This is an optimization exercise on Yosys and OpenROAD, whose aim is small area, a short achievable clock period and few clock cycles per item, not a production implementation.
At most, simulation tests tie the RTL to the original design; equivalence was not proved.
Function not checked in runs 1, 2 and 5: the RTL went through the layout flow alone.
Power and IR drop assume default switching activity.

<file path="design/flow/constraint.sdc">
create_clock -name core_clock -period 5.0 [get_ports {clk}]
set_input_delay 1.0000 -clock core_clock [delete_from_list [all_inputs] [get_ports {clk}]]
set_output_delay 1.0000 -clock core_clock [all_outputs]
set_load 0.01 [all_outputs]
</file>
<file path="design/flow/config.mk">
export PLATFORM = sky130hd
export DESIGN_NAME = mipsExecUnit
export DESIGN_NICKNAME = mipsExecUnit
export VERILOG_FILES = /design/flow/design.v
export SDC_FILE = /design/flow/constraint.sdc
export NUM_CORES = 4
export LEC_CHECK = 0
export CAP_MARGIN = 20
export CORE_MARGIN = 2
export CORE_UTILIZATION = 40
export CTS_BUF_LIST = sky130_fd_sc_hd__clkbuf_8
export CTS_CLUSTER_DIAMETER = 100
export CTS_CLUSTER_SIZE = 30
export GPL_TIMING_DRIVEN = 1
export SETUP_SLACK_MARGIN = 2.0
export SLEW_MARGIN = 20
</file>
<file path="design/flow/design.v">
package mipsPkg;
    localparam int dataWidth    = 32;
    localparam int regAddrWidth = 5;
    localparam int opWidth      = 6;
    localparam int functWidth   = 6;
    localparam int immWidth     = 16;
    localparam int aluOpWidth   = 4;
    localparam logic [opWidth-1:0] opRtype  = 6'b000000;
    localparam logic [opWidth-1:0] opRegimm = 6'b000001;
    localparam logic [opWidth-1:0] opBeq    = 6'b000100;
    localparam logic [opWidth-1:0] opBne    = 6'b000101;
    localparam logic [opWidth-1:0] opBlez   = 6'b000110;
    localparam logic [opWidth-1:0] opBgtz   = 6'b000111;
    localparam logic [opWidth-1:0] opAddi   = 6'b001000;
    localparam logic [opWidth-1:0] opAddiu  = 6'b001001;
    localparam logic [opWidth-1:0] opSlti   = 6'b001010;
    localparam logic [opWidth-1:0] opSltiu  = 6'b001011;
    localparam logic [opWidth-1:0] opAndi   = 6'b001100;
    localparam logic [opWidth-1:0] opOri    = 6'b001101;
    localparam logic [opWidth-1:0] opXori   = 6'b001110;
    localparam logic [opWidth-1:0] opLui    = 6'b001111;
    localparam logic [functWidth-1:0] functSll  = 6'b000000;
    localparam logic [functWidth-1:0] functSrl  = 6'b000010;
    localparam logic [functWidth-1:0] functSra  = 6'b000011;
    localparam logic [functWidth-1:0] functSllv = 6'b000100;
    localparam logic [functWidth-1:0] functSrlv = 6'b000110;
    localparam logic [functWidth-1:0] functSrav = 6'b000111;
    localparam logic [functWidth-1:0] functAdd  = 6'b100000;
    localparam logic [functWidth-1:0] functAddu = 6'b100001;
    localparam logic [functWidth-1:0] functSub  = 6'b100010;
    localparam logic [functWidth-1:0] functSubu = 6'b100011;
    localparam logic [functWidth-1:0] functAnd  = 6'b100100;
    localparam logic [functWidth-1:0] functOr   = 6'b100101;
    localparam logic [functWidth-1:0] functXor  = 6'b100110;
    localparam logic [functWidth-1:0] functNor  = 6'b100111;
    localparam logic [functWidth-1:0] functSlt  = 6'b101010;
    localparam logic [functWidth-1:0] functSltu = 6'b101011;
    localparam logic [aluOpWidth-1:0] aluZero = 4'd0;    
    localparam logic [aluOpWidth-1:0] aluAdd  = 4'd1;
    localparam logic [aluOpWidth-1:0] aluSub  = 4'd2;
    localparam logic [aluOpWidth-1:0] aluSlt  = 4'd3;
    localparam logic [aluOpWidth-1:0] aluSltu = 4'd4;
    localparam logic [aluOpWidth-1:0] aluAnd  = 4'd5;
    localparam logic [aluOpWidth-1:0] aluOr   = 4'd6;
    localparam logic [aluOpWidth-1:0] aluXor  = 4'd7;
    localparam logic [aluOpWidth-1:0] aluNor  = 4'd8;
    localparam logic [aluOpWidth-1:0] aluSll  = 4'd9;
    localparam logic [aluOpWidth-1:0] aluSrl  = 4'd10;
    localparam logic [aluOpWidth-1:0] aluSra  = 4'd11;
endpackage
`timescale 1ns/1ps
module instrDecode (
    input  logic                             clk,
    input  logic                             rstN,
    input  logic                             inValid,
    output logic                             inReady,
    input  logic [31:0]                      instr,
    input  logic [31:0]                      rsValue,
    input  logic [31:0]                      rtValue,
    output logic                             downValid,
    input  logic                             downReady,
    output logic [mipsPkg::aluOpWidth-1:0]   downAluOp,
    output logic                             downCarryIn,
    output logic                             downShiftLeft,
    output logic [31:0]                      downOperandA,
    output logic [31:0]                      downOperandB,
    output logic [4:0]                       downShiftAmt,
    output logic [4:0]                       downDest,
    output logic                             downBranchTaken,
    output logic                             downIllegal
);
    logic [5:0]  op;
    logic [5:0]  fn;
    logic [4:0]  rtF;
    logic        isR;
    logic        isRegimm;
    logic [mipsPkg::aluOpWidth-1:0] aluOp;
    logic        branch;
    logic        illegal;
    logic        isLui;
    logic        useImm;
    logic        sub;
    logic [31:0] imm;
    logic [31:0] operandB;
    logic [4:0]  shiftAmt;
    logic [4:0]  dest;
    logic        rsZero;
    logic        rsNeg;
    logic        eq;
    logic        taken;
    assign op  = instr[31:26];
    assign fn  = instr[5:0];
    assign rtF = instr[20:16];
    assign isR      = (op == mipsPkg::opRtype);
    assign isRegimm = (op == mipsPkg::opRegimm);
    always_comb begin
        aluOp   = mipsPkg::aluZero;
        branch  = 1'b0;
        illegal = 1'b0;
        if (isR) begin
            case (fn)
                mipsPkg::functAdd, mipsPkg::functAddu: aluOp = mipsPkg::aluAdd;
                mipsPkg::functSub, mipsPkg::functSubu: aluOp = mipsPkg::aluSub;
                mipsPkg::functAnd:  aluOp = mipsPkg::aluAnd;
                mipsPkg::functOr:   aluOp = mipsPkg::aluOr;
                mipsPkg::functXor:  aluOp = mipsPkg::aluXor;
                mipsPkg::functNor:  aluOp = mipsPkg::aluNor;
                mipsPkg::functSlt:  aluOp = mipsPkg::aluSlt;
                mipsPkg::functSltu: aluOp = mipsPkg::aluSltu;
                mipsPkg::functSll, mipsPkg::functSllv: aluOp = mipsPkg::aluSll;
                mipsPkg::functSrl, mipsPkg::functSrlv: aluOp = mipsPkg::aluSrl;
                mipsPkg::functSra, mipsPkg::functSrav: aluOp = mipsPkg::aluSra;
                default:            illegal = 1'b1;
            endcase
        end else begin
            case (op)
                mipsPkg::opAddi, mipsPkg::opAddiu: aluOp = mipsPkg::aluAdd;
                mipsPkg::opSlti:  aluOp = mipsPkg::aluSlt;
                mipsPkg::opSltiu: aluOp = mipsPkg::aluSltu;
                mipsPkg::opAndi:  aluOp = mipsPkg::aluAnd;
                mipsPkg::opOri:   aluOp = mipsPkg::aluOr;
                mipsPkg::opXori:  aluOp = mipsPkg::aluXor;
                mipsPkg::opLui:   aluOp = mipsPkg::aluSll;
                mipsPkg::opBeq, mipsPkg::opBne,
                mipsPkg::opBlez, mipsPkg::opBgtz: branch = 1'b1;
                mipsPkg::opRegimm: begin
                    if (rtF[4:1] == 4'd0) begin
                        branch = 1'b1;
                    end else begin
                        illegal = 1'b1;
                    end
                end
                default: illegal = 1'b1;
            endcase
        end
    end
    assign dest = (illegal || branch) ? 5'd0 : (isR ? instr[15:11] : rtF);
    assign isLui  = (op == mipsPkg::opLui);
    assign useImm = op[3];
    assign sub    = !op[2] && (op[3] ? op[1] : (fn[5] && fn[1] && !fn[2]));
    assign imm    = {{16{instr[15] && !op[2]}}, instr[15:0]};
    assign operandB = (useImm ? imm : rtValue) ^ {32{sub}};
    assign shiftAmt = isLui ? 5'd16 : (fn[2] ? rsValue[4:0] : instr[10:6]);
    assign rsZero = (rsValue == 32'd0);
    assign rsNeg  = rsValue[31];
    assign eq     = (rsValue == rtValue);
    always_comb begin
        taken = 1'b0;
        if (isRegimm) begin
            taken = rtF[0] ? !rsNeg : rsNeg;
        end else begin
            case (op[1:0])
                2'b00: taken = eq;
                2'b01: taken = !eq;
                2'b10: taken = rsNeg || rsZero;
                2'b11: taken = !rsNeg && !rsZero;
            endcase
        end
        taken = taken && branch;
    end
    assign inReady = !downValid || downReady;
    always_ff @(posedge clk or negedge rstN) begin
        if (!rstN) begin
            downValid <= 1'b0;
        end else if (inReady) begin
            downValid <= inValid;
        end
    end
    always_ff @(posedge clk) begin
        if (inValid && inReady) begin
            downAluOp       <= aluOp;
            downCarryIn     <= sub;
            downShiftLeft   <= (aluOp == mipsPkg::aluSll);
            downOperandA    <= rsValue;
            downOperandB    <= operandB;
            downShiftAmt    <= shiftAmt;
            downDest        <= dest;
            downBranchTaken <= taken;
            downIllegal     <= illegal;
        end
    end
endmodule
`timescale 1ns/1ps
module aluExecute (
    input  logic [mipsPkg::aluOpWidth-1:0] aluOp,
    input  logic                           carryIn,
    input  logic                           shiftLeft,
    input  logic [31:0]                    operandA,
    input  logic [31:0]                    operandB,
    input  logic [4:0]                     shiftAmt,
    output logic [31:0]                    data
);
    logic        selSum, selSlt, selSltu, selAnd, selOr, selXor, selNor;
    logic        selSll, selSrl, selSra;
    logic        cin;
    logic [31:0] a;
    logic [31:0] b;
    logic [31:0] p;
    logic [31:0] g;
    logic [31:0] pp;
    logic [31:0] gg;
    logic [31:0] carry;
    logic [31:0] sum;
    logic        cout;
    logic        lessThan;
    logic [31:0] orv;
    logic [31:0] shIn;
    logic [31:0] shOut;
    logic        fill;
    assign selSum  = (aluOp == mipsPkg::aluAdd) || (aluOp == mipsPkg::aluSub);
    assign selSlt  = (aluOp == mipsPkg::aluSlt);
    assign selSltu = (aluOp == mipsPkg::aluSltu);
    assign selAnd  = (aluOp == mipsPkg::aluAnd);
    assign selOr   = (aluOp == mipsPkg::aluOr);
    assign selXor  = (aluOp == mipsPkg::aluXor);
    assign selNor  = (aluOp == mipsPkg::aluNor);
    assign selSll  = shiftLeft;
    assign selSrl  = (aluOp == mipsPkg::aluSrl);
    assign selSra  = (aluOp == mipsPkg::aluSra);
    assign cin     = carryIn;
    assign a = operandA;
    assign b = operandB;
    assign p = a ^ b;
    assign g = a & b;
    always_comb begin
        gg = g;
        pp = p;
        for (int l = 0; l < 5; l++) begin
            for (int j = 0; j < 32; j++) begin
                if (j[l]) begin
                    gg[j] = gg[j] | (pp[j] & gg[((j >> l) << l) - 1]);
                    pp[j] = pp[j] & pp[((j >> l) << l) - 1];
                end
            end
        end
    end
    assign carry = {gg[30:0] | (pp[30:0] & {31{cin}}), cin};
    assign sum   = p ^ carry;
    assign cout  = gg[31] | (pp[31] & cin);
    assign lessThan = selSltu ? !cout : (p[31] ? sum[31] : a[31]);
    always_comb begin
        for (int i = 0; i < 32; i++) begin
            shIn[i] = selSll ? b[31-i] : b[i];
        end
    end
    assign fill  = selSra & b[31];
    assign shOut = $signed({fill, shIn}) >>> shiftAmt;
    assign orv = p | g;
    always_comb begin
        for (int i = 0; i < 32; i++) begin
            data[i] = (selSum & sum[i])
                    | (selAnd & g[i])
                    | (selOr  & orv[i])
                    | (selXor & p[i])
                    | (selNor & !orv[i])
                    | ((selSrl | selSra) & shOut[i])
                    | (selSll & shOut[31-i]);
        end
        data[0] = data[0] | ((selSlt | selSltu) & lessThan);
    end
endmodule
`timescale 1ns/1ps
module resultStage (
    input  logic        clk,
    input  logic        rstN,
    input  logic        upValid,
    output logic        upReady,
    input  logic [31:0] upData,
    input  logic [4:0]  upDest,
    input  logic        upBranchTaken,
    input  logic        upIllegal,
    output logic        outValid,
    input  logic        outReady,
    output logic [31:0] outData,
    output logic [4:0]  outDest,
    output logic        outWriteEn,
    output logic        outBranchTaken,
    output logic        outIllegal
);
    logic load;
    assign upReady = !outValid || outReady;
    assign load    = upValid && upReady;
    always_ff @(posedge clk or negedge rstN) begin
        if (!rstN) begin
            outValid <= 1'b0;
        end else if (upReady) begin
            outValid <= upValid;
        end
    end
    always_ff @(posedge clk) begin
        if (load) begin
            outData        <= upData;
            outDest        <= upDest;
            outBranchTaken <= upBranchTaken;
            outIllegal     <= upIllegal;
        end
    end
    assign outWriteEn = (outDest != 5'd0);
endmodule
`timescale 1ns/1ps
module mipsExecUnit (
    input  logic                                clk,
    input  logic                                rstN,
    input  logic                                inValid,
    output logic                                inReady,
    input  logic [mipsPkg::dataWidth-1:0]       instr,
    input  logic [mipsPkg::dataWidth-1:0]       rsValue,
    input  logic [mipsPkg::dataWidth-1:0]       rtValue,
    output logic                                outValid,
    input  logic                                outReady,
    output logic [mipsPkg::dataWidth-1:0]       outData,
    output logic [mipsPkg::regAddrWidth-1:0]    outDest,
    output logic                                outWriteEn,
    output logic                                outBranchTaken,
    output logic                                outIllegal
);
    logic                               decValid;
    logic                               decReady;
    logic [mipsPkg::aluOpWidth-1:0]     decAluOp;
    logic                               decCarryIn;
    logic                               decShiftLeft;
    logic [31:0]                        decOperandA;
    logic [31:0]                        decOperandB;
    logic [4:0]                         decShiftAmt;
    logic [4:0]                         decDest;
    logic                               decBranchTaken;
    logic                               decIllegal;
    logic [31:0]                        exeData;
    instrDecode uDecode (
        .clk             (clk),
        .rstN            (rstN),
        .inValid         (inValid),
        .inReady         (inReady),
        .instr           (instr),
        .rsValue         (rsValue),
        .rtValue         (rtValue),
        .downValid       (decValid),
        .downReady       (decReady),
        .downAluOp       (decAluOp),
        .downCarryIn     (decCarryIn),
        .downShiftLeft   (decShiftLeft),
        .downOperandA    (decOperandA),
        .downOperandB    (decOperandB),
        .downShiftAmt    (decShiftAmt),
        .downDest        (decDest),
        .downBranchTaken (decBranchTaken),
        .downIllegal     (decIllegal)
    );
    aluExecute uExecute (
        .aluOp    (decAluOp),
        .carryIn  (decCarryIn),
        .shiftLeft(decShiftLeft),
        .operandA (decOperandA),
        .operandB (decOperandB),
        .shiftAmt (decShiftAmt),
        .data     (exeData)
    );
    resultStage uResult (
        .clk            (clk),
        .rstN           (rstN),
        .upValid        (decValid),
        .upReady        (decReady),
        .upData         (exeData),
        .upDest         (decDest),
        .upBranchTaken  (decBranchTaken),
        .upIllegal      (decIllegal),
        .outValid       (outValid),
        .outReady       (outReady),
        .outData        (outData),
        .outDest        (outDest),
        .outWriteEn     (outWriteEn),
        .outBranchTaken (outBranchTaken),
        .outIllegal     (outIllegal)
    );
endmodule
</file>
<file path="design/flow/flow/run.sh">
#!/bin/bash
# Layout flow: the standard ORFS flow with two changes.
#  - Synthesis is the standard one except for the ABC script that maps the
#    combinational logic (flow/abc.script, delay-targeted &nf mapping).
#    Registers are mapped before ABC runs, so they are the standard ones.
#  - Port buffers are buf_2 cells instead of the delay cell buffer_ports picks.
set -euo pipefail
here=$(pwd)
flowdir=$(cd "$(dirname "${BASH_SOURCE[0]}")" && pwd)

# synth.tcl with the ABC script swapped
sed "s#  log_cmd abc {\*}\$abc_args#  set abc_args [lreplace \$abc_args 0 1 -script $flowdir/abc.script]\n  log_cmd abc {*}\$abc_args#" \
    "$FLOW_HOME/scripts/synth.tcl" > "$here/synth_custom_abc.tcl"
grep -q "abc.script" "$here/synth_custom_abc.tcl"
sed "s#source \$::env(SCRIPTS_DIR)/synth.tcl#source $here/synth_custom_abc.tcl#" \
    "$here/synth_recipe.tcl" > "$here/synth_recipe_custom.tcl"
grep -q "synth_custom_abc.tcl" "$here/synth_recipe_custom.tcl"
sed "s#SYNTH_SCRIPT=[^ ]*synth_recipe.tcl#SYNTH_SCRIPT=$here/synth_recipe_custom.tcl#" \
    "$here/standard.sh" > "$here/standard_custom.sh"
grep -q "synth_recipe_custom.tcl" "$here/standard_custom.sh"

bash "$here/standard_custom.sh" \
    BUFFER_PORTS_ARGS="-buffer_cell sky130_fd_sc_hd__buf_2" finish > "$here/flow_make.log" 2>&1
</file>
<file path="design/flow/flow/abc.script">

&get -n
&st
&dch
&nf -D 2000
&put
topo
buffer -p
upsize -D 2000
dnsize -D 2000
</file>
<file path="design/flow/standard.sh">
#!/bin/bash
# synth_recipe.tcl (not shown) runs the flow's synth.tcl, then flattens the netlist and writes it again
# the make line also repeats each setting of config.mk as NAME=value (left out here)
make -C /OpenROAD-flow-scripts/flow DESIGN_CONFIG=/design/flow/config.mk WORK_HOME=/design/flow/orfs CLKGATE_MAP_FILE= SYNTH_SCRIPT=/design/flow/synth_recipe.tcl "${@:-finish}"
</file>
==> results.toml, run 1 <==
[run_status]
outcome = "no timing/DRC/antenna violations"

[global_routing]
gr-usage-all-layers = 0.2498
globalRoute.totalOverflow = 0
pin_count_of_the_biggest_net_entering_global_routing = 83
initial_antenna_violation_count = 0
first_global_vias = 8797
grt_first_pass_wirelength_um = 52970

[synthesis]
ys.flop_type = "sky130_fd_sc_hd__edfxtp_1"
yosys_register_bits = 123
postSynthNetCount = 1277
post_synth.cell_area_avg_sq_um = 9.513
synth_sequential_area_ratio = 0.3495
synth_cells = 1108
syn_area_sq_um = 10540
ys_types = 67
synth_edf_count = 121
yosysWarnings = 3
asyncSetResetFlopFracSynth = 0.01626

[sta]
fin_tns_setup_ps = 0
final-setup-viol-count = 0
final_period_minus_worst_setup_slack_ps = 2927
timing_max_transition_violations_final = 0
finalCritPeriodShare = 0.5854
setup_repair_after_global_routing_missed_its_margin = "yes"
worst_slew_margin_rel = 0.2105
report.final.hold_viol_count = 0
slew_at_the_pin_with_the_worst_max_slew_slack_ps = 1173
clock.fmax_mhz = 341.6
finalClockSkew_ps = 21.54

[layout]
final_common_cell = "sky130_fd_sc_hd__buf_2"
antenna_cells = 0
stdcell_area_sq_um = 12460
finalNetCount = 1417
area_growth_pct = 18.19
finalCoreUtilization = 0.4794
n_fill_cell = 2512
most-common-layout-cells = "136 x sky130_fd_sc_hd__buf_2, 121 x sky130_fd_sc_hd__edfxtp_1, 102 x sky130_fd_sc_hd__nand2_1"
drive_gt1_frac = 0.2474

[die]
fp-row-count = 59
die_area_sq_um = 27660
ioPinCount = 142
die_h_um = 166.3
floorplan.initialDensity = 0.4056
die_x_um = 166.3
core_outline_area_sq_um = 25980

[power]
power.density_nw_per_um2 = 275.3
power.leakage_nw = 5.012
peakVddDrop_uv = 182.7

[clock_tree]
cts_tree = "yes"
worst_setup_hold_path_clk_slew_ps = 80
clk_root_buffer_cell = "sky130_fd_sc_hd__clkbuf_8"
clock_sinks = 123
clk-insertion-delay-late_ps = 480
cts_made_buffers = 17
h_tree_levels = 4
clockBufferDepth = 2

[critical_path]
worst_path_cell_chain = "buf_4 -> mux4_2 -> mux2_2 -> mux2i_1 -> mux2i_1 -> a22oi_1 -> nor2_1 -> nor2_1 -> nand4_1"
reg2regPathDepth = 9
delay_of_the_slowest_cell_on_the_worst_path_ps = 520
end_kind = "flip-flop"
path_max_fanout = 4
timing.critical_path.arrival_ps = 3120
setup_crit_path_kind = "reg2reg"
reg2reg_from = "uDecode.downOperandB[16]"
cpMaxStageDelayCell = "sky130_fd_sc_hd__edfxtp_1"
timing.critical_path.required_ps = 5190
timing.critical_path.from_type = "flip-flop"
crit_start = "uDecode.downOperandB[16]"

[placed_design]
placement.cell_area_sq_um = 11520
gp_congestion = 0.9558
numPortBuffers = 136
post-dp-hpwl_um = 26330

[detailed_routing]
via_count = 9471
wirelength_um = 35430
initial_detailed_routing_violation_count = 832
detail-route-antenna-nets = 0
route.detailed.wl_per_inst_um = 22.20
drc = 0
drt-pass1-iter-count = 6
vias_per_cell = 5.934

[min_path]
worst_hold_path_type = "in2async"

[run]
maxCapViolCount = 0
-- worst paths after layout --
kind	end	slack, ps
max	uResult.outData[0]	2070
min	uDecode.downValid	290
max reg2reg	uResult.outData[0]	2070
min reg2reg	uResult.outDest[3]	420
max in group asynchronous	uResult.outValid	4620
min in group core_clock	uResult.outDest[3]	420
-- worst max-delay path, delay by kind of cell, from the launching register on --
kind	cells	cell delay (ps)
and+or+nand+nor	3	360
AOI/OAI and AO/OA	1	370
buffers and inverters	1	220
DFF	1	520
muxes	4	1180
-- kinds of logic (layout without fill, tap and decap cells) --
group                      count (synthesis)  count (layout)  share of synthesized area
buffers and inverters                    143             296                    0.05342
muxes                                     91              91                     0.1257
AOI/OAI and AO/OA                        316             316                     0.1955
and+or+nand+nor                          286             286                     0.1268
adders and majority gates                 69              69                    0.08262
DFF                                      123             123                     0.3495
xor gates and xnor gates                  80              80                    0.06648
-- report_power, final --
group / internal, mW / switching, mW / total (mW) / leakage (nW)
sequential: 1.26 / 0.102 / 1.36 / 1.20
clock: 0.443 / 0.463 / 0.906 / 0.199
combinational: 0.490 / 0.670 / 1.16 / 3.62
total: 2.20 / 1.23 / 3.43 / 5.01
-- per-layer routing --
metal	global-route usage	wire length, um	vias up
li1	-	-	4419
met1	0.3645	16040	4528
met2	0.3655	15180	472
met3	0.05386	3146	52
met4	0.08921	1058	0
met5	0	0	-
-- registers in the layout, indices dropped and copies added, names as in the netlist --
signal / count
uDecode.downOperandA: 32
uDecode.downOperandB: 32
uResult.outData: 32
uDecode.downDest: 5
uDecode.downShiftAmt: 5
uResult.outDest: 5
uDecode.downAluOp: 4
uDecode.downBranchTaken: 1
uDecode.downCarryIn: 1
uDecode.downIllegal: 1
uDecode.downShiftLeft: 1
uDecode.downValid: 1
uResult.outBranchTaken: 1
uResult.outIllegal: 1
uResult.outValid: 1
-- final cells by class --
| type | count | area, sq um | area share |
|---|---|---|---|
| clock inverter | 15 | 153.9 | 0.01235 |
| timing repair buffer | 182 | 1080 | 0.08668 |
| tap | 335 | 419.2 | 0.03365 |
| sequential | 123 | 3684 | 0.2957 |
| clock buffer | 17 | 234.0 | 0.01878 |
| inverter | 82 | 312.8 | 0.02511 |
| multi-input combinational | 842 | 6574 | 0.5277 |
-- what timing repair did --
item,4_1_cts,5_1_grt
resized for setup,14,49
cloned,1,0
setup endpoints to repair,31,26
setup buffers,11,22
pin swaps,3,13
hold buffers,0,0
-- synth_stat cells, types with 9 or more instances --
| library cell | count | area, sq um |
|---|---|---|
| sky130_fd_sc_hd__edfxtp_1 | 121 | 3633 |
| sky130_fd_sc_hd__nand2_1 | 103 | 386.6 |
| sky130_fd_sc_hd__o21ai_0 | 101 | 505.5 |
| sky130_fd_sc_hd__inv_1 | 79 | 296.5 |
| sky130_fd_sc_hd__nor2_1 | 72 | 270.3 |
| sky130_fd_sc_hd__xnor2_1 | 71 | 621.9 |
| sky130_fd_sc_hd__ha_1 | 68 | 850.8 |
| sky130_fd_sc_hd__a21oi_1 | 61 | 305.3 |
| sky130_fd_sc_hd__mux2i_1 | 48 | 480.5 |
| sky130_fd_sc_hd__clkbuf_1 | 45 | 168.9 |
| sky130_fd_sc_hd__mux4_2 | 32 | 720.7 |
| sky130_fd_sc_hd__nand3_1 | 21 | 105.1 |
| sky130_fd_sc_hd__o211ai_1 | 20 | 150.1 |
| sky130_fd_sc_hd__nand4_1 | 19 | 118.9 |
| sky130_fd_sc_hd__a21o_1 | 17 | 127.6 |
| sky130_fd_sc_hd__a221oi_1 | 15 | 131.4 |
| sky130_fd_sc_hd__a22oi_1 | 14 | 105.1 |
| sky130_fd_sc_hd__o21a_1 | 14 | 105.1 |
| sky130_fd_sc_hd__nor4_1 | 13 | 81.33 |
| sky130_fd_sc_hd__and2_1 | 12 | 75.07 |
| sky130_fd_sc_hd__mux2_2 | 11 | 123.9 |
| sky130_fd_sc_hd__a222oi_1 | 10 | 100.1 |
| sky130_fd_sc_hd__nand2b_1 | 9 | 56.30 |
| sky130_fd_sc_hd__nor3_1 | 9 | 45.04 |
| sky130_fd_sc_hd__xor2_1 | 9 | 78.83 |
-- per-stage QoR --
stage	worst slack (ps)	total power, mW	hold WS [ps]	instances
2_1_floorplan	2129	2.057	400.3	1108
3_3_place_gp	1612	2.414	403.3	1530
3_5_place_dp	1586	2.422	406.6	1530
4_1_cts	2011	3.347	276.2	1574
5_1_grt	1988	3.591	284.9	1596
6_report	2073	3.430	293.7	1596
==> run 2: changes to the inputs <==
--- a/design/flow/flow/run.sh
+++ b/design/flow/flow/run.sh
@@ -21,3 +21,3 @@
 
 bash "$here/standard_custom.sh" \
-    BUFFER_PORTS_ARGS="-buffer_cell sky130_fd_sc_hd__buf_2" finish > "$here/flow_make.log" 2>&1
+    BUFFER_PORTS_ARGS="-buffer_cell sky130_fd_sc_hd__buf_1" finish > "$here/flow_make.log" 2>&1
==> run 2 against run 1 <==
  * Still clean on timing, DRC and antenna
  * Final cell count hardly changed
  * Wire length is 1.5% lower
  * Clock power is 2.8% higher
  * First-iteration DRC count is 2.9% higher
  * Largest power group unchanged
  * Highest routed layer unchanged
==> results.toml, run 2 <==
[run_status]
outcome = "no timing/DRC/antenna violations"

[critical_path]
timing.critical_path.from_type = "flip-flop"
timing.critical_path.required_ps = 5250
reg2regPathDepth = 10
path_max_fanout = 6
timing.critical_path.arrival_ps = 3230
r2r_slack_ps = 2020
reg2reg_from = "uDecode.downOperandB[7]"
worst_r2r_endpoint = "uResult.outData[31]"
end_kind = "flip-flop"
setup_crit_path_kind = "reg2reg"

[synthesis]
most_frequent_cells_after_synthesis = "121 x sky130_fd_sc_hd__edfxtp_1, 103 x sky130_fd_sc_hd__nand2_1, 101 x sky130_fd_sc_hd__o21ai_0"
ys.flop_type = "sky130_fd_sc_hd__edfxtp_1"
synth_sequential_area_ratio = 0.3495
post-synth-top-count-cell = "sky130_fd_sc_hd__edfxtp_1"
post_synth.cell_area_avg_sq_um = 9.513
ys_top_cells_by_area = "sky130_fd_sc_hd__edfxtp_1 34%, sky130_fd_sc_hd__ha_1 8.1%, sky130_fd_sc_hd__mux4_2 6.8%, sky130_fd_sc_hd__xnor2_1 5.9%, sky130_fd_sc_hd__o21ai_0 4.8%"
yosys_register_bits = 123
synth_edf_count = 121
yosysWarnings = 3
postSynthNetCount = 1277
syn_area_sq_um = 10540
ys_types = 67
synth_area_leader_cell = "sky130_fd_sc_hd__edfxtp_1"
asyncSetResetFlopFracSynth = 0.01626
synth_largest_type_area_fraction = 0.3447
synth_cells = 1108

[sta]
report.final.hold_viol_count = 0
fin_tns_setup_ps = 0
finalCritPeriodShare = 0.5965
slew_at_the_pin_with_the_worst_max_slew_slack_ps = 1114
setup_repair_after_global_routing_missed_its_margin = "yes"
final_period_minus_worst_setup_slack_ps = 2983
final-setup-viol-count = 0
clock.fmax_mhz = 335.3
finalClockSkew_ps = 17.53
worst_slew_margin_rel = 0.2518
timing_max_transition_violations_final = 0

[min_path]
worst_hold_path_type = "in2async"

[die]
floorplan.initialDensity = 0.4056
die_x_um = 166.3
fp-row-count = 59
die_area_sq_um = 27660
ioPinCount = 142
core_outline_area_sq_um = 25980
die_h_um = 166.3

[global_routing]
pin_count_of_the_biggest_net_entering_global_routing = 83
globalRoute.totalOverflow = 0
grt_first_pass_wirelength_um = 52340
initial_antenna_violation_count = 0
first_global_vias = 8879
gr-usage-all-layers = 0.2451

[power]
peakVddDrop_uv = 147.6
comb_power_share = 0.334
seq_power_share = 0.395
post_route_total_power_mw = 3.433
p_int_mw = 2.149
power.leakage_nw = 4.631
clockPowerShare = 0.271
netSwitchingFraction = 0.3740
power.density_nw_per_um2 = 279.8
netsw_mw = 1.284

[layout]
n_fill_cell = 2554
finalNetCount = 1418
most-common-layout-cells = "135 x sky130_fd_sc_hd__buf_1, 121 x sky130_fd_sc_hd__edfxtp_1, 103 x sky130_fd_sc_hd__nand2_1"
multiInputGateArea_sq_um = 6541
top_regs = "uDecode.downOperandA: 32 flops, uDecode.downOperandB: 32 flops, uResult.outData: 32 flops"
area.sequential_sq_um = 3684
drive_gt1_frac = 0.1434
area_growth_pct = 16.42
final_common_cell = "sky130_fd_sc_hd__buf_1"
antenna_cells = 0

[detailed_routing]
drt-pass1-iter-count = 6
met1_length_um = 15650
via_count = 9642
wirelength_um = 34910
vias_per_cell = 6.038
drc = 0
route.detailed.wl_per_inst_um = 21.86
detail-route-antenna-nets = 0
highest-signal-layer = "met4"
wl_met2_um = 15020
detailroute.wirelength.met3_um = 2863
initial_detailed_routing_violation_count = 856

[clock_tree]
clk_root_buffer_cell = "sky130_fd_sc_hd__clkbuf_8"
cts_tree = "yes"
cts_made_buffers = 17
h_tree_levels = 4
clock_sinks = 123
post_cts_hold_buffer_count = 0
worst_setup_hold_path_clk_slew_ps = 100
clk-insertion-delay-late_ps = 470
clockBufferDepth = 2

[placed_design]
gp_congestion = 0.9315
numPortBuffers = 136
post-dp-hpwl_um = 26000

[run]
maxCapViolCount = 0
run 2: stage by stage:
stage	utilization	hold slack, ps	cell area, sq um	cells	worst slack [ps]
2_1_floorplan	-	400.3	10540	1108	2129
3_3_place_gp	0.4368	404.6	11350	1531	1325
3_5_place_dp	0.4368	405.7	11350	1531	1341
4_1_cts	0.4644	278.1	12070	1586	2004
5_1_grt	0.4722	294.0	12270	1597	1942
6_report	0.4722	293.6	12270	1597	2017
run 2: cell families after synthesis:
group | count (synthesis) | synth area share
xor+xnor | 80 | 0.06648
flops | 123 | 0.3495
simple gates | 286 | 0.1268
buf+inv | 143 | 0.05342
compound gates | 316 | 0.1955
fa+ha+maj | 69 | 0.08262
mux | 91 | 0.1257
run 2: how the worst max path moves through the flow:
| stage | from | to | slack [ps] | cells past startpoint |
|---|---|---|---|---|
| final | uDecode.downOperandB[7] | uResult.outData[31] | 2020 | 10 |
| after global routing | uDecode.downShiftAmt[0] | uResult.outData[20] | 1940 | 10 |
| after CTS | uDecode.downShiftAmt[0] | uResult.outData[7] | 2000 | 10 |
| after detailed placement | uDecode.downShiftAmt[0] | uResult.outData[23] | 1340 | 8 |
| after global placement | uDecode.downShiftAmt[0] | uResult.outData[23] | 1320 | 8 |
| after floorplan | uDecode.downOperandB[7] | uResult.outData[29] | 2130 | 11 |
run 2: final cells by class:
class / count / share of cell area
Clock inverter: 15 / 0.01387
Timing Repair Buffer: 183 / 0.07413
Multi-Input combinational cell: 842 / 0.5331
Tap cell: 335 / 0.03416
Clock buffer: 17 / 0.01907
Sequential cell: 123 / 0.3002
Inverter: 82 / 0.02549
run 2: per-layer routing:
metal	GRT usage	vias up
met2	0.3713	522
met3	0.03837	85
met5	0	-
met4	0.08808	0
li1	-	4427
met1	0.3558	4608
run 2: power groups by stage:
stage	clock network (mW)	logic [mW]	registers (mW)
2_1_floorplan	0	0.704	1.35
3_3_place_gp	0	0.994	1.39
3_5_place_dp	0	1.00	1.40
4_1_cts	0.942	1.07	1.36
5_1_grt	0.976	1.24	1.37
6_report	0.931	1.15	1.36
run 2: worst max-delay path, stage by stage, from the launching register on:
cell                       delay (ps)
sky130_fd_sc_hd__edfxtp_1         470
sky130_fd_sc_hd__inv_2             80
sky130_fd_sc_hd__ha_4             310
sky130_fd_sc_hd__and4_4           240
sky130_fd_sc_hd__or3b_4           420
sky130_fd_sc_hd__o21a_1           210
sky130_fd_sc_hd__o211a_4          200
sky130_fd_sc_hd__o21ai_4          210
sky130_fd_sc_hd__a311oi_2         150
sky130_fd_sc_hd__xnor2_1          150
sky130_fd_sc_hd__o21ai_0          320
run 2: repair_timing:
action | CTS | global route
resized for setup | 27 | 45
pin swaps | 4 | 5
endpoints found under the setup margin | 33 | 32
buffers inserted | 23 | 11
==> run 3: changes to the inputs <==
--- a/design/flow/design.v
+++ b/design/flow/design.v
@@ -63,6 +63,6 @@
     output logic                             downCarryIn,
     output logic                             downShiftLeft,
-    output logic [31:0]                      downOperandA,
-    output logic [31:0]                      downOperandB,
+    output logic [31:0]                      downPropagate,
+    output logic [31:0]                      downGenerate,
     output logic [4:0]                       downShiftAmt,
     output logic [4:0]                       downDest,
@@ -82,5 +82,7 @@
     logic        sub;
     logic [31:0] imm;
+    logic [31:0] operandA;
     logic [31:0] operandB;
+    logic        passB;
     logic [4:0]  shiftAmt;
     logic [4:0]  dest;
@@ -141,4 +143,6 @@
     assign imm    = {{16{instr[15] && !op[2]}}, instr[15:0]};
     assign operandB = (useImm ? imm : rtValue) ^ {32{sub}};
+    assign passB    = (isR && !fn[5]) || isLui;
+    assign operandA = rsValue & {32{!passB}};
     assign shiftAmt = isLui ? 5'd16 : (fn[2] ? rsValue[4:0] : instr[10:6]);
     assign rsZero = (rsValue == 32'd0);
@@ -172,6 +176,6 @@
             downCarryIn     <= sub;
             downShiftLeft   <= (aluOp == mipsPkg::aluSll);
-            downOperandA    <= rsValue;
-            downOperandB    <= operandB;
+            downPropagate   <= operandA ^ operandB;
+            downGenerate    <= operandA & operandB;
             downShiftAmt    <= shiftAmt;
             downDest        <= dest;
@@ -186,6 +190,6 @@
     input  logic                           carryIn,
     input  logic                           shiftLeft,
-    input  logic [31:0]                    operandA,
-    input  logic [31:0]                    operandB,
+    input  logic [31:0]                    propagate,
+    input  logic [31:0]                    generate_,
     input  logic [4:0]                     shiftAmt,
     output logic [31:0]                    data
@@ -194,6 +198,4 @@
     logic        selSll, selSrl, selSra;
     logic        cin;
-    logic [31:0] a;
-    logic [31:0] b;
     logic [31:0] p;
     logic [31:0] g;
@@ -219,8 +221,6 @@
     assign selSra  = (aluOp == mipsPkg::aluSra);
     assign cin     = carryIn;
-    assign a = operandA;
-    assign b = operandB;
-    assign p = a ^ b;
-    assign g = a & b;
+    assign p = propagate;
+    assign g = generate_;
     always_comb begin
         gg = g;
@@ -238,11 +238,11 @@
     assign sum   = p ^ carry;
     assign cout  = gg[31] | (pp[31] & cin);
-    assign lessThan = selSltu ? !cout : (p[31] ? sum[31] : a[31]);
+    assign lessThan = selSltu ? !cout : (p[31] ? sum[31] : g[31]);
     always_comb begin
         for (int i = 0; i < 32; i++) begin
-            shIn[i] = selSll ? b[31-i] : b[i];
+            shIn[i] = selSll ? p[31-i] : p[i];
         end
     end
-    assign fill  = selSra & b[31];
+    assign fill  = selSra & p[31];
     assign shOut = $signed({fill, shIn}) >>> shiftAmt;
     assign orv = p | g;
@@ -320,6 +320,6 @@
     logic                               decCarryIn;
     logic                               decShiftLeft;
-    logic [31:0]                        decOperandA;
-    logic [31:0]                        decOperandB;
+    logic [31:0]                        decPropagate;
+    logic [31:0]                        decGenerate;
     logic [4:0]                         decShiftAmt;
     logic [4:0]                         decDest;
@@ -340,6 +340,6 @@
         .downCarryIn     (decCarryIn),
         .downShiftLeft   (decShiftLeft),
-        .downOperandA    (decOperandA),
-        .downOperandB    (decOperandB),
+        .downPropagate   (decPropagate),
+        .downGenerate    (decGenerate),
         .downShiftAmt    (decShiftAmt),
         .downDest        (decDest),
@@ -351,6 +351,6 @@
         .carryIn  (decCarryIn),
         .shiftLeft(decShiftLeft),
-        .operandA (decOperandA),
-        .operandB (decOperandB),
+        .propagate(decPropagate),
+        .generate_(decGenerate),
         .shiftAmt (decShiftAmt),
         .data     (exeData)
--- a/design/flow/flow/run.sh
+++ b/design/flow/flow/run.sh
@@ -21,3 +21,3 @@
 
 bash "$here/standard_custom.sh" \
-    BUFFER_PORTS_ARGS="-buffer_cell sky130_fd_sc_hd__buf_1" finish > "$here/flow_make.log" 2>&1
+    BUFFER_PORTS_ARGS="-buffer_cell sky130_fd_sc_hd__buf_2" finish > "$here/flow_make.log" 2>&1
--- a/design/flow/config.mk
+++ b/design/flow/config.mk
@@ -13,4 +13,4 @@
 export CTS_CLUSTER_SIZE = 30
 export GPL_TIMING_DRIVEN = 1
-export SETUP_SLACK_MARGIN = 2.0
+export SETUP_SLACK_MARGIN = 2.3
 export SLEW_MARGIN = 20
==> run 3 against run 2 <==
  * Design area rose by 4.2%
  * Setup slack improved by 66 ps
  * Via count fell by 2.3%
  * Clock power rose by 2.5%
  * Critical endpoint unchanged
==> results.toml, run 3 <==
[power]
peakVddDrop_uv = 137.6
power.density_nw_per_um2 = 284.3
seq_power_share = 0.385
netSwitchingFraction = 0.3712
p_int_mw = 2.286
comb_power_share = 0.353
power.leakage_nw = 4.943
netsw_mw = 1.350
clockPowerShare = 0.262
post_route_total_power_mw = 3.636

[critical_path]
r2r_slack_ps = 2080
end_kind = "flip-flop"
setup_crit_path_kind = "reg2reg"
worst_r2r_endpoint = "uResult.outData[31]"
path_max_fanout = 6
reg2regPathDepth = 9
timing.critical_path.from_type = "flip-flop"
reg2reg_from = "uDecode.downShiftLeft"
timing.critical_path.arrival_ps = 3070
timing.critical_path.required_ps = 5160

[synthesis]
ys.flop_type = "sky130_fd_sc_hd__edfxtp_1"
ys_types = 60
syn_area_sq_um = 10360
synth_edf_count = 121
yosysWarnings = 3
post_synth.cell_area_avg_sq_um = 9.811
post-synth-top-count-cell = "sky130_fd_sc_hd__edfxtp_1"
most_frequent_cells_after_synthesis = "121 x sky130_fd_sc_hd__edfxtp_1, 78 x sky130_fd_sc_hd__o21ai_0, 77 x sky130_fd_sc_hd__nor2_1"
synth_sequential_area_ratio = 0.3556
ys_top_cells_by_area = "sky130_fd_sc_hd__edfxtp_1 35%, sky130_fd_sc_hd__xnor2_1 6.3%, sky130_fd_sc_hd__mux2i_1 4.6%, sky130_fd_sc_hd__ha_1 4.5%, sky130_fd_sc_hd__mux4_2 3.9%"
asyncSetResetFlopFracSynth = 0.01626
yosys_register_bits = 123
synth_largest_type_area_fraction = 0.3507
postSynthNetCount = 1193
synth_cells = 1056
synth_area_leader_cell = "sky130_fd_sc_hd__edfxtp_1"

[layout]
n_fill_cell = 2368
top_regs = "uDecode.downGenerate: 32 flops, uDecode.downPropagate: 32 flops, uResult.outData: 32 flops"
area_growth_pct = 23.44
finalNetCount = 1354
stdcell_area_sq_um = 12790
antenna_cells = 0
most-common-layout-cells = "135 x sky130_fd_sc_hd__buf_2, 121 x sky130_fd_sc_hd__edfxtp_1, 79 x sky130_fd_sc_hd__buf_4"
final_common_cell = "sky130_fd_sc_hd__buf_2"
drive_gt1_frac = 0.3260
stdcell_count = 1560

[sta]
final_period_minus_worst_setup_slack_ps = 2916
fin_tns_setup_ps = 0
setup_repair_after_global_routing_missed_its_margin = "yes"
worst_hold_slack_ps = 294.8
worst_slew_margin_rel = 0.2809
final-setup-viol-count = 0
slew_at_the_pin_with_the_worst_max_slew_slack_ps = 1079
finalClockSkew_ps = 25.79
clock.fmax_mhz = 342.9
finalCritPeriodShare = 0.5833
timing_max_transition_violations_final = 0
report.final.hold_viol_count = 0

[global_routing]
globalRoute.totalOverflow = 0
pin_count_of_the_biggest_net_entering_global_routing = 57
gr-usage-all-layers = 0.2468
grt_first_pass_wirelength_um = 50230
initial_antenna_violation_count = 2
first_global_vias = 8699

[clock_tree]
clockBufferDepth = 2
cts_tree = "yes"
clock_sinks = 123
worst_setup_hold_path_clk_slew_ps = 110
clk-insertion-delay-late_ps = 470
post_cts_hold_buffer_count = 0
cts_made_buffers = 17
h_tree_levels = 4
clk_root_buffer_cell = "sky130_fd_sc_hd__clkbuf_8"

[detailed_routing]
drc = 0
detail-route-antenna-nets = 0
via_count = 9424
met1_length_um = 14630
route.detailed.wl_per_inst_um = 21.70
wirelength_um = 33850
drt-pass1-iter-count = 5
vias_per_cell = 6.041
initial_detailed_routing_violation_count = 943
detailroute.wirelength.met3_um = 3213
highest-signal-layer = "met5"
wl_met2_um = 15060

[placed_design]
gp_congestion = 0.9223
post-dp-hpwl_um = 24170
numPortBuffers = 136
placement.cell_area_sq_um = 11220
place.detailed.instances = 1450

[die]
floorplan.initialDensity = 0.4091
die_area_sq_um = 27200
core_outline_area_sq_um = 25330
fp-row-count = 58
ioPinCount = 142
die_h_um = 164.9
die_x_um = 164.9

[run]
maxCapViolCount = 0

[min_path]
worst_hold_path_type = "in2async"

[run_status]
outcome = "no timing/DRC/antenna violations"
## run 3: cell count changes after synthesis, moves of 10 or more
| cell | before | now |
|---|---|---|
| sky130_fd_sc_hd__inv_1 | 79 | 17 |
| sky130_fd_sc_hd__and2_1 | 12 | 45 |
| sky130_fd_sc_hd__ha_1 | 68 | 37 |
| sky130_fd_sc_hd__nand2_1 | 103 | 73 |
| sky130_fd_sc_hd__nor3_1 | 9 | 37 |
| sky130_fd_sc_hd__clkbuf_1 | 45 | 68 |
| sky130_fd_sc_hd__o21ai_0 | 101 | 78 |
| sky130_fd_sc_hd__mux4_1 | 0 | 15 |
| sky130_fd_sc_hd__mux4_2 | 32 | 18 |
| sky130_fd_sc_hd__a221oi_1 | 15 | 28 |
| sky130_fd_sc_hd__a22oi_1 | 14 | 3 |
| sky130_fd_sc_hd__a221o_1 | 3 | 13 |
| sky130_fd_sc_hd__a222oi_1 | 10 | 0 |
## run 3: worst max-delay path, stage by stage, from the launching register on
cell and delay [ps]:
sky130_fd_sc_hd__edfxtp_1 440, sky130_fd_sc_hd__buf_12 170, sky130_fd_sc_hd__buf_12 130, sky130_fd_sc_hd__mux4_2 520, sky130_fd_sc_hd__mux2_4 320, sky130_fd_sc_hd__mux2i_4 150, sky130_fd_sc_hd__mux4_2 290, sky130_fd_sc_hd__nor2_2 60
sky130_fd_sc_hd__a2111oi_4 310, sky130_fd_sc_hd__o211ai_1 210
## run 3: timing repair
action                     CTS  global route
setup endpoints to repair   97            65
cloned                       3             2
resized for setup           86            66
setup buffers               47            26
pin swaps                   20            28
## run 3: cells by family (layout without fill, tap and decap cells)
| family | count (synthesis) | after routing | share of synthesized area |
|---|---|---|---|
| simple gates | 319 | 319 | 0.1516 |
| mux | 103 | 103 | 0.1493 |
| compound gates | 287 | 287 | 0.1848 |
| fa+ha+maj | 37 | 37 | 0.04469 |
| xor+xnor | 81 | 81 | 0.06848 |
| buf+inv | 106 | 280 | 0.04565 |
| flops | 123 | 123 | 0.3556 |
## run 3: how the worst max path moves through the flow
| stage | from | endpoint | slack [ps] | cells after the start |
|---|---|---|---|---|
| final | uDecode.downShiftLeft | uResult.outData[31] | 2080 | 9 |
| after global routing | uDecode.downShiftLeft | uResult.outData[31] | 2020 | 9 |
| after CTS | uDecode.downShiftAmt[0] | uResult.outData[31] | 2170 | 9 |
| after detailed placement | uDecode.downShiftAmt[0] | uResult.outData[31] | 1590 | 8 |
| after global placement | instr[29] | uDecode.downPropagate[25] | 1620 | 6 |
| after floorplan | instr[28] | uDecode.downPropagate[10] | 2200 | 7 |
## run 3: stage by stage
stage	setup slack, ps	utilization
after CTS	2174	0.4853
after global routing	2020	0.5049
final	2084	0.5049
after detailed placement	1592	0.4430
after floorplan	2195	-
after global placement	1625	0.4430
## run 3: power groups by stage
stage | clock [mW] | sequential [mW] | combinational, mW
floorplan | 0 | 1.37 | 0.729
global placement | 0 | 1.44 | 0.993
detailed placement | 0 | 1.44 | 1.00
CTS | 0.960 | 1.39 | 1.16
global route | 1.01 | 1.41 | 1.38
finish | 0.954 | 1.40 | 1.28
## run 3: cell type report
type                    instances  area (sq um)  share of cell area
inverters                      17         71.32            0.005577
flip-flops and latches        123          3684              0.2880
repair inverters                1         7.507           0.0005870
well taps                     330         412.9             0.03229
clock buffers                  17         234.0             0.01830
multi-input cells             827          6636              0.5189
clock inverters                15         176.4             0.01380
repair buffers                230          1567              0.1225
## run 3: layer usage
layer  up-vias  track usage
met2       509       0.3853
met3        65      0.05550
met1      4470       0.3461
met4         2      0.06640
li1       4378            -
met5         -            0
Testbench counts of run 3, summed over its fixed seeds: cycles 24,016, items 24,000.
==> run 4: changes to the inputs <==
--- a/design/flow/config.mk
+++ b/design/flow/config.mk
@@ -13,4 +13,4 @@
 export CTS_CLUSTER_SIZE = 30
 export GPL_TIMING_DRIVEN = 1
-export SETUP_SLACK_MARGIN = 2.3
+export SETUP_SLACK_MARGIN = 2.0
 export SLEW_MARGIN = 20
==> run 4 against run 3 <==
  * Area after synthesis did not move
  * Design area shrank 6.2%
  * Clock power is 5.6% lower
  * Sequential power is essentially flat
  * Combinational power down 13%
  * Largest cell class unchanged
==> results.toml, run 4 <==
[power]
comb_power_share = 0.324
power.leakage_nw = 4.631
clockPowerShare = 0.264
post_route_total_power_mw = 3.414
power.density_nw_per_um2 = 284.6
netsw_mw = 1.241
seq_power_share = 0.412
netSwitchingFraction = 0.3635
peakVddDrop_uv = 171.2
p_int_mw = 2.173

[layout]
finalNetCount = 1308
most-common-layout-cells = "136 x sky130_fd_sc_hd__buf_2, 121 x sky130_fd_sc_hd__edfxtp_1, 77 x sky130_fd_sc_hd__nor2_1"
drive_gt1_frac = 0.2340
area_growth_pct = 15.77
final_common_cell = "sky130_fd_sc_hd__buf_2"
top_regs = "uDecode.downGenerate: 32 flops, uDecode.downPropagate: 32 flops, uResult.outData: 32 flops"

[synthesis]
yosysWarnings = 3
yosys-mux-area-fraction = 0.1493
synth_compound_gate_area_share = 0.1848
post-synth-top-count-cell = "sky130_fd_sc_hd__edfxtp_1"
ys_types = 60
synth_cells = 1056
synth_sequential_area_ratio = 0.3556
synth_edf_count = 121
synth_xor_xnor_area_share = 0.06848
synth_area_leader_cell = "sky130_fd_sc_hd__edfxtp_1"
largest_family_of_logic_cells_by_synthesized_area = "compound AO/OA/AOI/OAI gates"
yosys_register_bits = 123
ys_top_cells_by_area = "sky130_fd_sc_hd__edfxtp_1 35%, sky130_fd_sc_hd__xnor2_1 6.3%, sky130_fd_sc_hd__mux2i_1 4.6%, sky130_fd_sc_hd__ha_1 4.5%, sky130_fd_sc_hd__mux4_2 3.9%"
synth_simple_gate_area_frac = 0.1516
synth_fa_ha_area_frac = 0.04469
postSynthNetCount = 1193
most_frequent_cells_after_synthesis = "121 x sky130_fd_sc_hd__edfxtp_1, 78 x sky130_fd_sc_hd__o21ai_0, 77 x sky130_fd_sc_hd__nor2_1"
ys.flop_type = "sky130_fd_sc_hd__edfxtp_1"
asyncSetResetFlopFracSynth = 0.01626
synth_largest_type_area_fraction = 0.3507
post_synth.cell_area_avg_sq_um = 9.811
syn_area_sq_um = 10360

[clock_tree]
clock_sinks = 123
cts_made_buffers = 17
cts_tree = "yes"
post_cts_hold_buffer_count = 0
clockBufferDepth = 2
clk-insertion-delay-late_ps = 460
h_tree_levels = 4
clk_root_buffer_cell = "sky130_fd_sc_hd__clkbuf_8"
worst_setup_hold_path_clk_slew_ps = 90

[global_routing]
layer_with_the_highest_usage_after_global_routing = "met2"
grt_first_pass_wirelength_um = 48270
initial_antenna_violation_count = 1
gr-usage-all-layers = 0.2355
globalRoute.totalOverflow = 0
first_global_vias = 8320
pin_count_of_the_biggest_net_entering_global_routing = 60
groute.layer.met2.usage = 0.3509
grtUsageMet3 = 0.04822
groute.layer.met1.usage = 0.3384

[die]
fp-row-count = 58
floorplan.initialDensity = 0.4091
die_area_sq_um = 27200
die_x_um = 164.9
die_h_um = 164.9
ioPinCount = 142
core_outline_area_sq_um = 25330

[placed_design]
gp_congestion = 0.9326
post-dp-hpwl_um = 23820
numPortBuffers = 136

[sta]
report.final.hold_viol_count = 0
clock.fmax_mhz = 334.8
final_period_minus_worst_setup_slack_ps = 2987
setup_repair_after_global_routing_missed_its_margin = "yes"
worst_slew_margin_rel = 0.2994
timing_max_transition_violations_final = 0
finalCritPeriodShare = 0.5973
fin_tns_setup_ps = 0
slew_at_the_pin_with_the_worst_max_slew_slack_ps = 1051
final-setup-viol-count = 0
finalClockSkew_ps = 18.39

[min_path]
worst_hold_path_type = "in2async"

[detailed_routing]
drc = 0
via_count = 9224
initial_detailed_routing_violation_count = 1002
route.detailed.wl_per_inst_um = 21.44
vias_per_cell = 6.088
drt-pass1-iter-count = 6
wirelength_um = 32490
detail-route-antenna-nets = 0

[critical_path]
timing.critical_path.from_type = "flip-flop"
end_kind = "flip-flop"
setup_crit_path_kind = "reg2reg"
path_max_fanout = 14
timing.critical_path.arrival_ps = 3140
timing.critical_path.required_ps = 5150

[run_status]
outcome = "no timing/DRC/antenna violations"

[run]
maxCapViolCount = 0
## run 4: cell counts after synthesis
Identical to the previous run, type by type.
## run 4: per-layer routing
metal	up-vias	routed length, um
met5	-	0
met4	0	991
met3	56	2889
met2	494	14230
met1	4399	14380
li1	4275	-
## run 4: final timing paths
| check | startpoint | endpoint | slack (ps) | cells past startpoint |
|---|---|---|---|---|
| worst max-delay path | uDecode.downShiftLeft | uResult.outData[31] | 2010 | 8 |
| worst min-delay path | rstN | uResult.outValid | 300 | 1 |
| worst max register to register | uDecode.downShiftLeft | uResult.outData[31] | 2010 | 8 |
| worst min register to register | uDecode.downDest[4] | uResult.outDest[4] | 430 | 0 |
| max in group asynchronous | rstN | uDecode.downValid | 4600 | 1 |
| min in group core_clock | uDecode.downDest[4] | uResult.outDest[4] | 430 | 0 |
## run 4: critical path, cell delays in order (launching register included)
cell and delay (ps):
sky130_fd_sc_hd__edfxtp_1 430, sky130_fd_sc_hd__buf_12 190, sky130_fd_sc_hd__mux4_1 650, sky130_fd_sc_hd__mux2_2 350
sky130_fd_sc_hd__mux2i_4 160, sky130_fd_sc_hd__mux4_2 280, sky130_fd_sc_hd__nor2_1 50, sky130_fd_sc_hd__a2111oi_2 360
sky130_fd_sc_hd__o211ai_1 220
## run 4: kinds of logic after synthesis
kind of cell | Yosys count
buffers and inverters | 106
XOR/XNOR | 81
adder cells (fa/ha/maj) | 37
flip-flops | 123
AO/OA/AOI/OAI | 287
multiplexers | 103
AND/OR/NAND/NOR | 319
## run 4: area by class of cell
class,count,area [sq um]
timing repair buffer,183,1131
timing repair inverter,2,12.51
clock buffer,17,234.0
antenna,1,2.502
tap,330,412.9
inverter,17,71.32
multi-input combinational,827,6291
clock inverter,15,155.1
fill,2423,13330
sequential,123,3684
## run 4: stage by stage
stage | cell area, sq um | hold slack [ps] | util | instances | setup WS (ps)
floorplan | 10360 | 400.3 | - | 1056 | 2101
detailed placement | 11190 | 404.5 | 0.4417 | 1448 | 1572
finish | 11990 | 304.5 | 0.4736 | 1515 | 2013
CTS | 11660 | 287.9 | 0.4605 | 1483 | 1927
global placement | 11190 | 402.8 | 0.4417 | 1448 | 1602
global route | 11990 | 281.2 | 0.4735 | 1514 | 1924
## run 4: power groups by stage
stage	combinational [mW]	sequential (mW)	clock (mW)
floorplan	0.729	1.37	0
global placement	0.988	1.44	0
detailed placement	0.999	1.44	0
CTS	1.01	1.42	0.909
global route	1.20	1.42	0.955
finish	1.11	1.41	0.901
## run 4: what timing repair did
action | in CTS | in global routing
resized for setup | 12 | 11
pin swaps | 0 | 5
buffers inserted | 1 | 28
cloned | 2 | 3
setup endpoints to repair | 29 | 20
==> run 5: changes to the inputs <==
--- a/design/flow/design.v
+++ b/design/flow/design.v
@@ -84,4 +84,6 @@
     logic [31:0] operandA;
     logic [31:0] operandB;
+    logic        shiftLeft;
+    logic [31:0] rtOrdered;
     logic        passB;
     logic [4:0]  shiftAmt;
@@ -123,5 +125,5 @@
                 mipsPkg::opOri:   aluOp = mipsPkg::aluOr;
                 mipsPkg::opXori:  aluOp = mipsPkg::aluXor;
-                mipsPkg::opLui:   aluOp = mipsPkg::aluSll;
+                mipsPkg::opLui:   aluOp = mipsPkg::aluSrl;
                 mipsPkg::opBeq, mipsPkg::opBne,
                 mipsPkg::opBlez, mipsPkg::opBgtz: branch = 1'b1;
@@ -141,9 +143,16 @@
     assign useImm = op[3];
     assign sub    = !op[2] && (op[3] ? op[1] : (fn[5] && fn[1] && !fn[2]));
-    assign imm    = {{16{instr[15] && !op[2]}}, instr[15:0]};
-    assign operandB = (useImm ? imm : rtValue) ^ {32{sub}};
+    assign imm    = isLui ? {instr[15:0], 16'd0}
+                          : {{16{instr[15] && !op[2]}}, instr[15:0]};
+    assign shiftLeft = isR && (fn[5:3] == 3'b000) && (fn[1:0] == 2'b00);
+    always_comb begin
+        for (int i = 0; i < 32; i++) begin
+            rtOrdered[i] = shiftLeft ? rtValue[31-i] : rtValue[i];
+        end
+    end
+    assign operandB = (useImm ? imm : rtOrdered) ^ {32{sub}};
     assign passB    = (isR && !fn[5]) || isLui;
     assign operandA = rsValue & {32{!passB}};
-    assign shiftAmt = isLui ? 5'd16 : (fn[2] ? rsValue[4:0] : instr[10:6]);
+    assign shiftAmt = isLui ? 5'd0 : (fn[2] ? rsValue[4:0] : instr[10:6]);
     assign rsZero = (rsValue == 32'd0);
     assign rsNeg  = rsValue[31];
@@ -175,5 +184,5 @@
             downAluOp       <= aluOp;
             downCarryIn     <= sub;
-            downShiftLeft   <= (aluOp == mipsPkg::aluSll);
+            downShiftLeft   <= shiftLeft;
             downPropagate   <= operandA ^ operandB;
             downGenerate    <= operandA & operandB;
@@ -239,9 +248,5 @@
     assign cout  = gg[31] | (pp[31] & cin);
     assign lessThan = selSltu ? !cout : (p[31] ? sum[31] : g[31]);
-    always_comb begin
-        for (int i = 0; i < 32; i++) begin
-            shIn[i] = selSll ? p[31-i] : p[i];
-        end
-    end
+    assign shIn  = p;
     assign fill  = selSra & p[31];
     assign shOut = $signed({fill, shIn}) >>> shiftAmt;
--- a/design/flow/config.mk
+++ b/design/flow/config.mk
@@ -13,4 +13,4 @@
 export CTS_CLUSTER_SIZE = 30
 export GPL_TIMING_DRIVEN = 1
-export SETUP_SLACK_MARGIN = 2.0
+export SETUP_SLACK_MARGIN = 2.2
 export SLEW_MARGIN = 20
==> run 5 against run 4 <==
  * Non-clock buffer count grew 17
  * Still clean on timing, DRC and antenna
  * Wire length grew 17%
  * Combinational power is essentially flat
  * Register-to-register slack gained 190 ps
  * Highest routed layer unchanged
  * Via count grew 10%
  * Critical path depth grew 1
==> results.toml, run 5 <==
[layout]
final_common_cell = "sky130_fd_sc_hd__buf_2"
antenna_cells = 0
drive_gt1_frac = 0.2515
area.sequential_sq_um = 3684
top_regs = "uDecode.downGenerate: 32 flops, uDecode.downPropagate: 32 flops, uResult.outData: 32 flops"
finalCoreUtilization = 0.4785
multiInputGateArea_sq_um = 6675
area_growth_pct = 17.79
finalNetCount = 1433
n_fill_cell = 2537
most-common-layout-cells = "136 x sky130_fd_sc_hd__buf_2, 121 x sky130_fd_sc_hd__edfxtp_1, 118 x sky130_fd_sc_hd__nor2_1"
stdcell_count = 1643

[critical_path]
timing.critical_path.required_ps = 5200
timing.critical_path.arrival_ps = 3000
end_kind = "flip-flop"
timing.critical_path.from_type = "flip-flop"
setup_crit_path_kind = "reg2reg"
path_max_fanout = 6

[sta]
report.final.hold_viol_count = 0
fin_tns_setup_ps = 0
final_period_minus_worst_setup_slack_ps = 2798
clock.fmax_mhz = 357.4
slew_at_the_pin_with_the_worst_max_slew_slack_ps = 1006
finalClockSkew_ps = 20.80
final-setup-viol-count = 0
worst_slew_margin_rel = 0.3294
setup_repair_after_global_routing_missed_its_margin = "yes"
timing_max_transition_violations_final = 0
finalCritPeriodShare = 0.5596

[detailed_routing]
wirelength_um = 38050
detail-route-antenna-nets = 0
route.detailed.wl_per_inst_um = 23.16
via_count = 10170
initial_detailed_routing_violation_count = 1009
vias_per_cell = 6.189
drt-pass1-iter-count = 6
drc = 0

[clock_tree]
clk_root_buffer_cell = "sky130_fd_sc_hd__clkbuf_8"
clk-insertion-delay-late_ps = 470
clockBufferDepth = 2
cts_made_buffers = 17
clock_sinks = 123
post_cts_hold_buffer_count = 0
cts_tree = "yes"
h_tree_levels = 4
worst_setup_hold_path_clk_slew_ps = 90

[global_routing]
layer_with_the_highest_usage_after_global_routing = "met2"
pin_count_of_the_biggest_net_entering_global_routing = 55
initial_antenna_violation_count = 1
grtUsageMet3 = 0.04301
grt_first_pass_wirelength_um = 56550
groute.layer.met1.usage = 0.3701
globalRoute.totalOverflow = 0
gr-usage-all-layers = 0.2650
groute.layer.met2.usage = 0.3994
first_global_vias = 9436

[synthesis]
asyncSetResetFlopFracSynth = 0.01626
post-synth-top-count-cell = "sky130_fd_sc_hd__nor2_1"
synth_area_leader_cell = "sky130_fd_sc_hd__edfxtp_1"
yosys_register_bits = 123
postSynthNetCount = 1308
ys.flop_type = "sky130_fd_sc_hd__edfxtp_1"
synth_largest_type_area_fraction = 0.3432
most_frequent_cells_after_synthesis = "124 x sky130_fd_sc_hd__nor2_1, 121 x sky130_fd_sc_hd__edfxtp_1, 102 x sky130_fd_sc_hd__nand2_1"
synth_sequential_area_ratio = 0.3479
synth_cells = 1170
ys_types = 71
ys_top_cells_by_area = "sky130_fd_sc_hd__edfxtp_1 34%, sky130_fd_sc_hd__mux4_2 6.8%, sky130_fd_sc_hd__xor2_1 4.6%, sky130_fd_sc_hd__ha_1 4.5%, sky130_fd_sc_hd__nor2_1 4.4%"
yosysWarnings = 3
post_synth.cell_area_avg_sq_um = 9.048
syn_area_sq_um = 10590
synth_edf_count = 121

[placed_design]
numPortBuffers = 136
gp_congestion = 0.9689
place.detailed.instances = 1566
post-dp-hpwl_um = 28720

[run]
maxCapViolCount = 0

[die]
ioPinCount = 142
die_area_sq_um = 27780
core_outline_area_sq_um = 26060
floorplan.initialDensity = 0.4063
die_x_um = 166.7
fp-row-count = 59
die_h_um = 166.7

[power]
power.density_nw_per_um2 = 272.1
power.leakage_nw = 4.830
peakVddDrop_uv = 140.8

[run_status]
outcome = "no timing/DRC/antenna violations"

[min_path]
worst_hold_path_type = "in2async"
-- run 5: cell families (layout without fill, tap and decap cells) --
group / count (synthesis) / after routing / share of synthesized area
AOI/OAI and AO/OA: 330 / 330 / 0.2165
muxes: 53 / 53 / 0.08888
buffers and inverters: 123 / 258 / 0.04491
DFF: 123 / 123 / 0.3479
and+or+nand+nor: 426 / 429 / 0.1931
xor gates and xnor gates: 77 / 77 / 0.06370
adders and majority gates: 38 / 38 / 0.04491
-- run 5: critical path: stages, from the launching register on --
cell and delay [ps]:
sky130_fd_sc_hd__edfxtp_1 460, sky130_fd_sc_hd__buf_6 170, sky130_fd_sc_hd__buf_4 160, sky130_fd_sc_hd__mux4_2 550, sky130_fd_sc_hd__mux2_2 290, sky130_fd_sc_hd__mux2i_1 210
sky130_fd_sc_hd__a21oi_2 110, sky130_fd_sc_hd__a221oi_1 300, sky130_fd_sc_hd__o21a_1 190, sky130_fd_sc_hd__o211ai_1 110
-- run 5: through the flow --
| stage | instance area, sq um | power [mW] | hold slack (ps) | setup slack, ps |
|---|---|---|---|---|
| 5_1_grt | 12470 | 3.547 | 279.2 | 2097 |
| 6_report | 12470 | 3.393 | 303.2 | 2202 |
| 2_1_floorplan | 10700 | 2.043 | 400.3 | 2054 |
| 3_3_place_gp | 11560 | 2.409 | 403.0 | 1380 |
| 4_1_cts | 12190 | 3.340 | 278.1 | 2156 |
| 3_5_place_dp | 11560 | 2.418 | 405.4 | 1376 |
-- run 5: cell type report --
cell class,instances,share of cell area
clock inverter,15,0.01244
clock buffer,17,0.01876
inverter,25,0.007827
timing repair inverter,1,0.0006020
tap,335,0.03361
multi-input combinational,927,0.5353
sequential,123,0.2954
timing repair buffer,200,0.09603
-- run 5: worst paths after layout --
path | startpoint | endpoint | slack, ps | depth (start not counted)
max | uDecode.downShiftAmt[0] | uResult.outData[0] | 2200 | 9
min | rstN | uDecode.downValid | 300 | 1
max reg2reg | uDecode.downShiftAmt[0] | uResult.outData[0] | 2200 | 9
min reg2reg | uDecode.downBranchTaken | uResult.outBranchTaken | 430 | 0
max in group asynchronous | rstN | uResult.outValid | 4610 | 1
min in group core_clock | uDecode.downBranchTaken | uResult.outBranchTaken | 430 | 0
-- run 5: repair_timing --
item | in CTS | in global routing
resized for setup | 11 | 36
cloned | 2 | 2
pin swaps | 2 | 4
setup endpoints to repair | 82 | 59
hold endpoints to repair | 0 | 0
setup buffers | 20 | 21
-- run 5: routing by layer --
| metal | share of wire | wire [um] |
|---|---|---|
| met1 | 0.43 | 16490 |
| met5 | 0 | 0 |
| met3 | 0.082 | 3126 |
| met2 | 0.43 | 16510 |
| met4 | 0.050 | 1916 |
-- run 5: report_power, final --
part	switching [mW]	internal, mW	total (mW)
logic	0.639	0.455	1.09
clock network	0.485	0.409	0.894
registers	0.123	1.28	1.41

[afterwards: timing with drivers on the ports]
No port has a modelled driver above. Below, the same layouts with a new extraction and two added sets of constraints. Step 1 sets driving cells, clkbuf_16 on the clock port and buf_2 on the other inputs (assumed; they add their load-dependent delay and slew). Step 2, shift: input delay + t, output delay - t, t = (earliest + latest rising clock arrival at the registers) / 2. This alone moves slack from input paths to output paths. Slacks: ideal / step 1 / step 2; pairs: ideal / step 1.
run	t (ns)	setup WS [ns]	worst setup path at the end	worst slew at a driven data input, ns
run 1	0.508	2.073 / 2.073 / 1.635	input to register	0.04
run 2	0.510	2.017 / 2.017 / 1.650	input to register	0.04
run 3	0.501	2.084 / 2.084 / 1.895	input to register	0.06
run 4	0.492	2.013 / 2.013 / 1.666	input to register	0.05
run 5	0.495	2.202 / 2.202 / 1.784	input to register	0.04
After both steps every run listed still meets setup and hold. The setup slack of run 1, which loses most, moves by 0.000 ns with the drivers and by -0.438 ns with both steps.
